Context: an optimization exercise on an open-source flow, tuned for small area. The choices shown serve that exercise and are no tape-out recipe. The RTL was checked by simulation tests, not by an equivalence proof against the original design. No activity file was given, so power comes from the tool's default toggle rates.

== harbor ==
// regfile_mp
module regfile_mp #(
  parameter int XLEN     = 32,
  parameter int NREG     = 32,
  parameter int NRP      = 2,
  parameter int BYPASS   = 1,
  parameter int ZERO_REG = 1,
  localparam int AW      = $clog2(NREG)
) (
  input  logic                clk,
  input  logic                rst,
  input  logic [NRP*AW-1:0]   ra,
  output logic [NRP*XLEN-1:0] rd,
  input  logic                we,
  input  logic [AW-1:0]       wa,
  input  logic [XLEN-1:0]     wd,
  input  logic                iss_v,
  input  logic [AW-1:0]       iss_rd,
  output logic [NRP-1:0]      busy,
  output logic [AW:0]         pend_cnt
);
  localparam int R0 = (ZERO_REG != 0) ? 1 : 0;   
  localparam int NR = NREG - R0;                 
  localparam int NB = (BYPASS != 0) ? 1 : 0;
  localparam int NT = NR + NB;                   
  localparam int HB = AW - 2;                    
  localparam int NH = 1 << HB;
  localparam int PK = $clog2(NR + 1);            
  logic [XLEN-1:0] x_q [NREG];
  logic [NREG-1:0] vld_q;
  logic [NREG-1:0] pend_q;
  logic [3:0]    w_lo, i_lo;
  logic [NH-1:0] w_hi, i_hi;
  genvar gi, gp, gb;
  generate
    for (gi = 0; gi < 4; gi++) begin : g_lo
      assign w_lo[gi] = we    && (wa[1:0]     == 2'(gi));
      assign i_lo[gi] = iss_v && (iss_rd[1:0] == 2'(gi));
    end
    for (gi = 0; gi < NH; gi++) begin : g_hi
      assign w_hi[gi] = (wa[AW-1:2]     == HB'(gi));
      assign i_hi[gi] = (iss_rd[AW-1:2] == HB'(gi));
    end
  endgenerate
  generate
    for (gi = 0; gi < NREG; gi++) begin : g_reg
      if (gi < R0) begin : g_zero
  ...
Size in the first run: ~1,100 flip-flops, about 130 I/O pins, ~0.041 mm2 of cells after synthesis.
Settings: LEC_CHECK=0, CAP_MARGIN=20, CORE_MARGIN=2, CORE_UTILIZATION=50, GPL_TIMING_DRIVEN=0, SETUP_SLACK_MARGIN=0.8, SLEW_MARGIN=20, SYNTH_HIERARCHICAL=1; clock period 8.0 ns.
standard.sh (not shown) runs the stock make flow with config.mk's settings and CLKGATE_MAP_FILE= SYNTH_SCRIPT=/design/flow/synth_recipe.tcl, a recipe that flattens the netlist after the stock synthesis.
==> flow/flow/run.sh <==
#!/bin/bash
# Layout flow: the standard ORFS flow (standard.sh: unchanged synthesis,
# floorplan, power grid and tap cells) with these changes:
#  * before global placement (PRE_GLOBAL_PLACE hook, flow/pregpl.tcl) the
#    buffers synthesis inserted are removed, as ORFS's timing-driven
#    placement mode does, before the ports are buffered;
#  * port buffers use the smallest buffer, sky130_fd_sc_hd__buf_1, so every
#    input and output port still gets its own buffer;
#  * before repair_design (PRE_RESIZE hook, flow/presize.tcl) the drivers of
#    high-fanout nets get a stronger variant of the same cell, so
#    repair_design does not need to buffer those nets;
#  * clock tree synthesis clusters up to 20 flip-flops within 70 um per leaf
#    buffer and inserts no dummy loads.
# Each tool's full output stays in orfs/logs/ (ORFS writes one log per step);
# make's own output goes to flow_make.log in the work folder.
set -euo pipefail
cd "$(dirname "$0")/.."
bash standard.sh \
  "PRE_GLOBAL_PLACE_TCL=$PWD/flow/pregpl.tcl" \
  "BUFFER_PORTS_ARGS=-buffer_cell sky130_fd_sc_hd__buf_1" \
  "PRE_RESIZE_TCL=$PWD/flow/presize.tcl" \
  "CTS_ARGS=-sink_clustering_enable -repair_clock_nets -sink_clustering_size 20 -sink_clustering_max_diameter 70 -dont_use_dummy_load" \
  finish > flow_make.log 2>&1
Other scripts of this flow, unchanged in this note and not shown: flow/flow/pregpl.tcl, flow/flow/presize.tcl
harbor finished every step from synthesis to the final layout, and the layout passed the timing, DRC and antenna checks.
Here is what was changed in the inputs of sierra compared with harbor.
- SETUP_SLACK_MARGIN: 0.8 -> 0.5
-- flow/flow/run.sh --
<<< harbor, line 10
#    high-fanout nets get a stronger variant of the same cell, so
#    repair_design does not need to buffer those nets;
#  * clock tree synthesis clusters up to 20 flip-flops within 70 um per leaf
#    buffer and inserts no dummy loads.
# Each tool's full output stays in orfs/logs/ (ORFS writes one log per step);
>>> sierra, line 10
#    high-fanout nets get a stronger variant of the same cell, so
#    repair_design does not need to buffer those nets;
#  * clock tree synthesis clusters up to 27 flip-flops within 90 um per leaf
#    buffer and inserts no dummy loads.
# Each tool's full output stays in orfs/logs/ (ORFS writes one log per step);
<<< harbor, line 20
  "BUFFER_PORTS_ARGS=-buffer_cell sky130_fd_sc_hd__buf_1" \
  "PRE_RESIZE_TCL=$PWD/flow/presize.tcl" \
  "CTS_ARGS=-sink_clustering_enable -repair_clock_nets -sink_clustering_size 20 -sink_clustering_max_diameter 70 -dont_use_dummy_load" \
  finish > flow_make.log 2>&1
>>> sierra, line 20
  "BUFFER_PORTS_ARGS=-buffer_cell sky130_fd_sc_hd__buf_1" \
  "PRE_RESIZE_TCL=$PWD/flow/presize.tcl" \
  "CTS_ARGS=-sink_clustering_enable -repair_clock_nets -sink_clustering_size 27 -sink_clustering_max_diameter 90 -dont_use_dummy_load" \
  finish > flow_make.log 2>&1
Notes after the runs:
The share of the synthesized area in compound gates (AO/OA/AOI/OAI) of sierra and that of harbor are within noise of each other. Relative to harbor, the design internal power of sierra is lower by 0.00031 W. Filler-free cell count of the finished design in sierra vs harbor: down 0.30%. sierra reports its highest-delay cell along the critical path as sky130_fd_sc_hd__nor3_1 while harbor reports sky130_fd_sc_hd__and3_2. Delta(fraction of met3 tracks used by global routing, sierra - harbor) > 0.
Modified inputs, pepper compared to sierra
- changing SETUP_SLACK_MARGIN from 0.5 to 0.8
-- flow/flow/run.sh --
<<< sierra, line 10
#    high-fanout nets get a stronger variant of the same cell, so
#    repair_design does not need to buffer those nets;
#  * clock tree synthesis clusters up to 27 flip-flops within 90 um per leaf
#    buffer and inserts no dummy loads.
# Each tool's full output stays in orfs/logs/ (ORFS writes one log per step);
>>> pepper, line 10
#    high-fanout nets get a stronger variant of the same cell, so
#    repair_design does not need to buffer those nets;
#  * clock tree synthesis clusters up to 25 flip-flops within 80 um per leaf
#    buffer and inserts no dummy loads.
# Each tool's full output stays in orfs/logs/ (ORFS writes one log per step);
<<< sierra, line 20
  "BUFFER_PORTS_ARGS=-buffer_cell sky130_fd_sc_hd__buf_1" \
  "PRE_RESIZE_TCL=$PWD/flow/presize.tcl" \
  "CTS_ARGS=-sink_clustering_enable -repair_clock_nets -sink_clustering_size 27 -sink_clustering_max_diameter 90 -dont_use_dummy_load" \
  finish > flow_make.log 2>&1
>>> pepper, line 20
  "BUFFER_PORTS_ARGS=-buffer_cell sky130_fd_sc_hd__buf_1" \
  "PRE_RESIZE_TCL=$PWD/flow/presize.tcl" \
  "CTS_ARGS=-sink_clustering_enable -repair_clock_nets -sink_clustering_size 25 -sink_clustering_max_diameter 80 -dont_use_dummy_load" \
  finish > flow_make.log 2>&1
Notes after the runs:
Compared with sierra, pepper shows a delay of the slowest cell on the worst path that is 360 ps lower.
pepper ends up with a clock buffer and inverter area fraction after layout that is 0.27 points higher than in sierra.
Compared with sierra, in pepper power per unit of standard cell area rose 1.1 mW/mm2; per-cell routed wire length about even; count of non-CTS buffers in the layout rose about 0.7%.
Higher final non-filler cell area goes to pepper over sierra.
Cmp pepper vs sierra: fraction of layout cells with a size suffix above 1 higher in pepper
Final cell count across pepper and sierra: no real change.
Between sierra and pepper, the flow reports met1 routed wirelength after detailed routing decreasing slightly.
On total wire length, sierra tracks pepper almost exactly.

* * *

before:
The RTL this note starts from:
==> flow/design.v <==
module rf_wmux #(
  parameter int W = 32
) (
  input  logic         en,
  input  logic         en_n,
  input  logic [W-1:0] a,
  input  logic [W-1:0] q,
  output logic [W-1:0] d
);
  assign d = ({W{en}} & a) | ({W{en_n}} & q);
endmodule
module rf_aoi #(
  parameter int N = 3
) (
  input  logic [N-1:0] s,
  input  logic [N-1:0] d,
  output logic         y
);
  assign y = ~|(s & d);
endmodule
module rf_nand #(
  parameter int N = 4
) (
  input  logic [N-1:0] a,
  output logic         y
);
  assign y = ~&a;
endmodule
module rf_or #(
  parameter int N = 3
) (
  input  logic [N-1:0] a,
  output logic         y
);
  assign y = |a;
endmodule
module rf_tail #(
  parameter int NG = 2,
  parameter int NT = 2
) (
  input  logic [NG-1:0] g,
  input  logic [NT-1:0] s,
  input  logic [NT-1:0] d,
  output logic          y
);
  assign y = ~&g | |(s & d);
endmodule
module rf_rdbit #(
  parameter int NT = 32
) (
  input  logic [NT-1:0] s,
  input  logic [NT-1:0] d,
  output logic          y
);
  localparam int NL = (NT % 3 == 2) ? 2 : 0;   
  localparam int NA = NT - NL;                  
  localparam int NG = (NA + 2) / 3;             
  localparam int NN = (NG + 3) / 4;             
  logic [NG-1:0] g_n;
  logic [NN-1:0] h;
  genvar g;
  generate
    for (g = 0; g < NG; g++) begin : g_aoi
      localparam int LO = 3 * g;
      localparam int CN = (NA - LO < 3) ? NA - LO : 3;
      rf_aoi #(.N(CN)) u_aoi (.s(s[LO +: CN]), .d(d[LO +: CN]), .y(g_n[g]));
    end
    for (g = 0; g < NN; g++) begin : g_nand
      localparam int LO = 4 * g;
      localparam int CN = (NG - LO < 4) ? NG - LO : 4;
      if (NL != 0 && g == NN - 1) begin : g_t
        rf_tail #(.NG(CN), .NT(NL)) u_tail (
          .g(g_n[LO +: CN]), .s(s[NA +: NL]), .d(d[NA +: NL]), .y(h[g])
        );
      end else begin : g_nd
        rf_nand #(.N(CN)) u_nand (.a(g_n[LO +: CN]), .y(h[g]));
      end
    end
  endgenerate
  rf_or #(.N(NN)) u_or (.a(h), .y(y));
endmodule
module rf_wen (
  input  logic lo,
  input  logic hi,
  output logic en,
  output logic en_n
);
  rf_nand2 u_n (.a(lo), .b(hi), .y(en_n));
  rf_inv   u_i (.a(en_n), .y(en));
endmodule
module rf_nand2 (
  input  logic a,
  input  logic b,
  output logic y
);
  assign y = ~(a & b);
endmodule
module rf_inv (
  input  logic a,
  output logic y
);
  assign y = ~a;
endmodule
module rf_and3 (
  input  logic a,
  input  logic b,
  input  logic c,
  output logic y
);
  assign y = a & b & c;
endmodule
module rf_or2 (
  input  logic a,
  input  logic b,
  output logic y
);
  assign y = a | b;
endmodule
module rf_fa (
  input  logic a,
  input  logic b,
  input  logic c,
  output logic s,
  output logic co
);
  assign {co, s} = {1'b0, a} + {1'b0, b} + {1'b0, c};
endmodule
module rf_popc #(
  parameter int K = 5
) (
  input  logic [(1<<K)-2:0] a,
  output logic [K-1:0]      y
);
  generate
    if (K == 1) begin : g_one
      assign y = a;
    end else begin : g_rec
      localparam int H = (1 << (K-1)) - 1;
      logic [K-2:0] ylo, yhi;
      logic [K-1:0] c;
      rf_popc #(.K(K-1)) u_lo (.a(a[H-1:0]),   .y(ylo));
      rf_popc #(.K(K-1)) u_hi (.a(a[2*H-1:H]), .y(yhi));
      assign c[0] = a[2*H];
      genvar i;
      for (i = 0; i < K-1; i++) begin : g_fa
        if (i == K-2) begin : g_last
          rf_fa u_fa (.a(ylo[i]), .b(yhi[i]), .c(c[i]), .s(y[i]), .co(y[K-1]));
        end else begin : g_mid
          rf_fa u_fa (.a(ylo[i]), .b(yhi[i]), .c(c[i]), .s(y[i]), .co(c[i+1]));
        end
      end
    end
  endgenerate
endmodule
module regfile_mp #(
  parameter int XLEN     = 32,
  parameter int NREG     = 32,
  parameter int NRP      = 2,
  parameter int BYPASS   = 1,
  parameter int ZERO_REG = 1,
  localparam int AW      = $clog2(NREG)
) (
  input  logic                clk,
  input  logic                rst,
  input  logic [NRP*AW-1:0]   ra,
  output logic [NRP*XLEN-1:0] rd,
  input  logic                we,
  input  logic [AW-1:0]       wa,
  input  logic [XLEN-1:0]     wd,
  input  logic                iss_v,
  input  logic [AW-1:0]       iss_rd,
  output logic [NRP-1:0]      busy,
  output logic [AW:0]         pend_cnt
);
  localparam int R0 = (ZERO_REG != 0) ? 1 : 0;   
  localparam int NR = NREG - R0;                 
  localparam int NB = (BYPASS != 0) ? 1 : 0;
  localparam int NT = NR + NB;                   
  localparam int HB = AW - 2;                    
  localparam int NH = 1 << HB;
  localparam int PK = $clog2(NR + 1);            
  logic [XLEN-1:0] x_q [NREG];
  logic [NREG-1:0] vld_q;
  logic [NREG-1:0] pend_q;
  logic [3:0]    w_lo, i_lo;
  logic [NH-1:0] w_hi, i_hi;
  genvar gi, gp, gb;
  generate
    for (gi = 0; gi < 4; gi++) begin : g_lo
      assign w_lo[gi] = we    && (wa[1:0]     == 2'(gi));
      assign i_lo[gi] = iss_v && (iss_rd[1:0] == 2'(gi));
    end
    for (gi = 0; gi < NH; gi++) begin : g_hi
      assign w_hi[gi] = (wa[AW-1:2]     == HB'(gi));
      assign i_hi[gi] = (iss_rd[AW-1:2] == HB'(gi));
    end
  endgenerate
  generate
    for (gi = 0; gi < NREG; gi++) begin : g_reg
      if (gi < R0) begin : g_zero
        assign x_q[gi]     = '0;
        assign vld_q[gi]   = 1'b0;
        assign pend_q[gi]  = 1'b0;
      end else begin : g_real
        logic [XLEN-1:0] dat_q;
        logic [XLEN-1:0] dat_d;
        logic            vld;
        logic            pend;
        logic            wr;
        logic            wr_n;
        logic            vld_d;
        logic            pend_d;
        rf_wen u_wen (.lo(w_lo[gi % 4]), .hi(w_hi[gi / 4]), .en(wr), .en_n(wr_n));
        rf_or2 u_vld (.a(vld), .b(wr), .y(vld_d));
        rf_wmux #(.W(1)) u_pend (
          .en(i_lo[gi % 4]), .en_n(wr_n), .a(i_hi[gi / 4]), .q(pend), .d(pend_d)
        );
        for (gb = 0; gb < XLEN; gb++) begin : g_wb
          rf_wmux #(.W(1)) u_wmux (
            .en(wr), .en_n(wr_n), .a(wd[gb]), .q(dat_q[gb]), .d(dat_d[gb])
          );
        end
        always_ff @(posedge clk) begin
          dat_q <= dat_d;
        end
        always_ff @(posedge clk or posedge rst) begin
          if (rst) begin
            vld  <= 1'b0;
            pend <= 1'b0;
          end else begin
            vld  <= vld_d;
            pend <= pend_d;
          end
        end
        assign x_q[gi]    = dat_q;
        assign vld_q[gi]  = vld;
        assign pend_q[gi] = pend;
      end
    end
  endgenerate
  logic wr_ok;
  assign wr_ok = we && ((ZERO_REG == 0) || (wa != '0));
  logic [(1<<PK)-2:0] pc_in;
  logic [PK-1:0]      pc_out;
  assign pc_in = {{((1<<PK)-1-NR){1'b0}}, pend_q[NREG-1:R0]};
  rf_popc #(.K(PK)) u_popc (.a(pc_in), .y(pc_out));
  assign pend_cnt = (AW+1)'(pc_out);
  generate
    for (gp = 0; gp < NRP; gp++) begin : g_rp
      logic [AW-1:0] ra_i;
      logic          byp_hit;
      logic [NT-1:0] sel;
      logic [3:0]    r_lo;
      logic [NH-1:0] r_hi;
      assign ra_i    = ra[gp*AW +: AW];
      assign byp_hit = (BYPASS != 0) && wr_ok && (wa == ra_i);
      for (gi = 0; gi < 4; gi++) begin : g_lo
        assign r_lo[gi] = (ra_i[1:0] == 2'(gi)) && !byp_hit;
      end
      for (gi = 0; gi < NH; gi++) begin : g_hi
        assign r_hi[gi] = (ra_i[AW-1:2] == HB'(gi));
      end
      for (gi = 0; gi < NR; gi++) begin : g_sel
        rf_and3 u_sel (
          .a(r_lo[(gi + R0) % 4]), .b(r_hi[(gi + R0) / 4]), .c(vld_q[gi + R0]), .y(sel[NB + gi])
        );
      end
      if (NB != 0) begin : g_bsel
        assign sel[0] = byp_hit;
      end
      assign busy[gp] = pend_q[ra_i] && !byp_hit;
      for (gb = 0; gb < XLEN; gb++) begin : g_bit
        logic [NT-1:0] dat;
        if (NB != 0) begin : g_bdat
          assign dat[0] = wd[gb];
        end
        for (gi = 0; gi < NR; gi++) begin : g_dat
          assign dat[NB + gi] = x_q[gi + R0][gb];
        end
        rf_rdbit #(.NT(NT)) u_rd (.s(sel), .d(dat), .y(rd[gp*XLEN + gb]));
      end
    end
  endgenerate
endmodule
Settings: LEC_CHECK=0, CAP_MARGIN=20, CORE_MARGIN=2, CORE_UTILIZATION=50, CTS_CLUSTER_DIAMETER=100, CTS_CLUSTER_SIZE=30, SLEW_MARGIN=20, SYNTH_HIERARCHICAL=1; clock period 8.0 ns.
run.sh (not shown) runs the stock make flow with config.mk's settings and CLKGATE_MAP_FILE= SYNTH_SCRIPT=/design/flow/synth_recipe.tcl, a recipe that flattens the netlist after the stock synthesis.
Stock flow here: none of the scripts above is used.
before ran in full, but the layout does not pass; the checks complain about negative setup slack.
Relative to before, the following input files were edited for after:
Settings: putting SETUP_SLACK_MARGIN at 1.0 where nothing was set.
==> comparison <==
Summary across before and after: the single failing run is before. Although before finished all stages, its layout failed final checks on negative setup slack. Simple-gate share of the synthesized area across before and after: no real change. after vs before: instance count on the critical path up in after. Compared with before, in after floorplan die area barely changed, non-clock buffer count moved up, aggregate negative setup slack now sits higher.

[separate check: timing with driven ports]
In the flow no input, the clock included, has a driving cell. The finished layouts below were timed again as built, in two steps. Step 1: set_driving_cell puts a clkbuf_16 on clk and a buf_2 on each other input, an assumption about the parent block. Step 2 times the ports against the registers' clock, not the clock port: input delays grow and output delays shrink by t, the midpoint of the rising clock arrivals with the driver on. Slacks: no drivers / after step 1 / after step 2; pairs: no drivers / after step 1.
run	t, ns	slack for setup (ns)	slew at the worst register clock pin (ns)	cell pins on the clock port's net
harbor	0.731	0.788 / 0.758 / 0.758	0.09 / 0.09	1
sierra	0.723	0.380 / 0.298 / 0.298	0.11 / 0.11	1
pepper	0.712	0.763 / 0.731 / 0.731	0.11 / 0.11	1
before	0.716	-0.094 / -0.123 / -0.123	0.12 / 0.12	1
after	0.718	0.939 / 0.912 / 0.912	0.12 / 0.12	1
The setup slack of sierra, which loses most, moves by -0.082 ns with the drivers and by -0.082 ns with both steps.
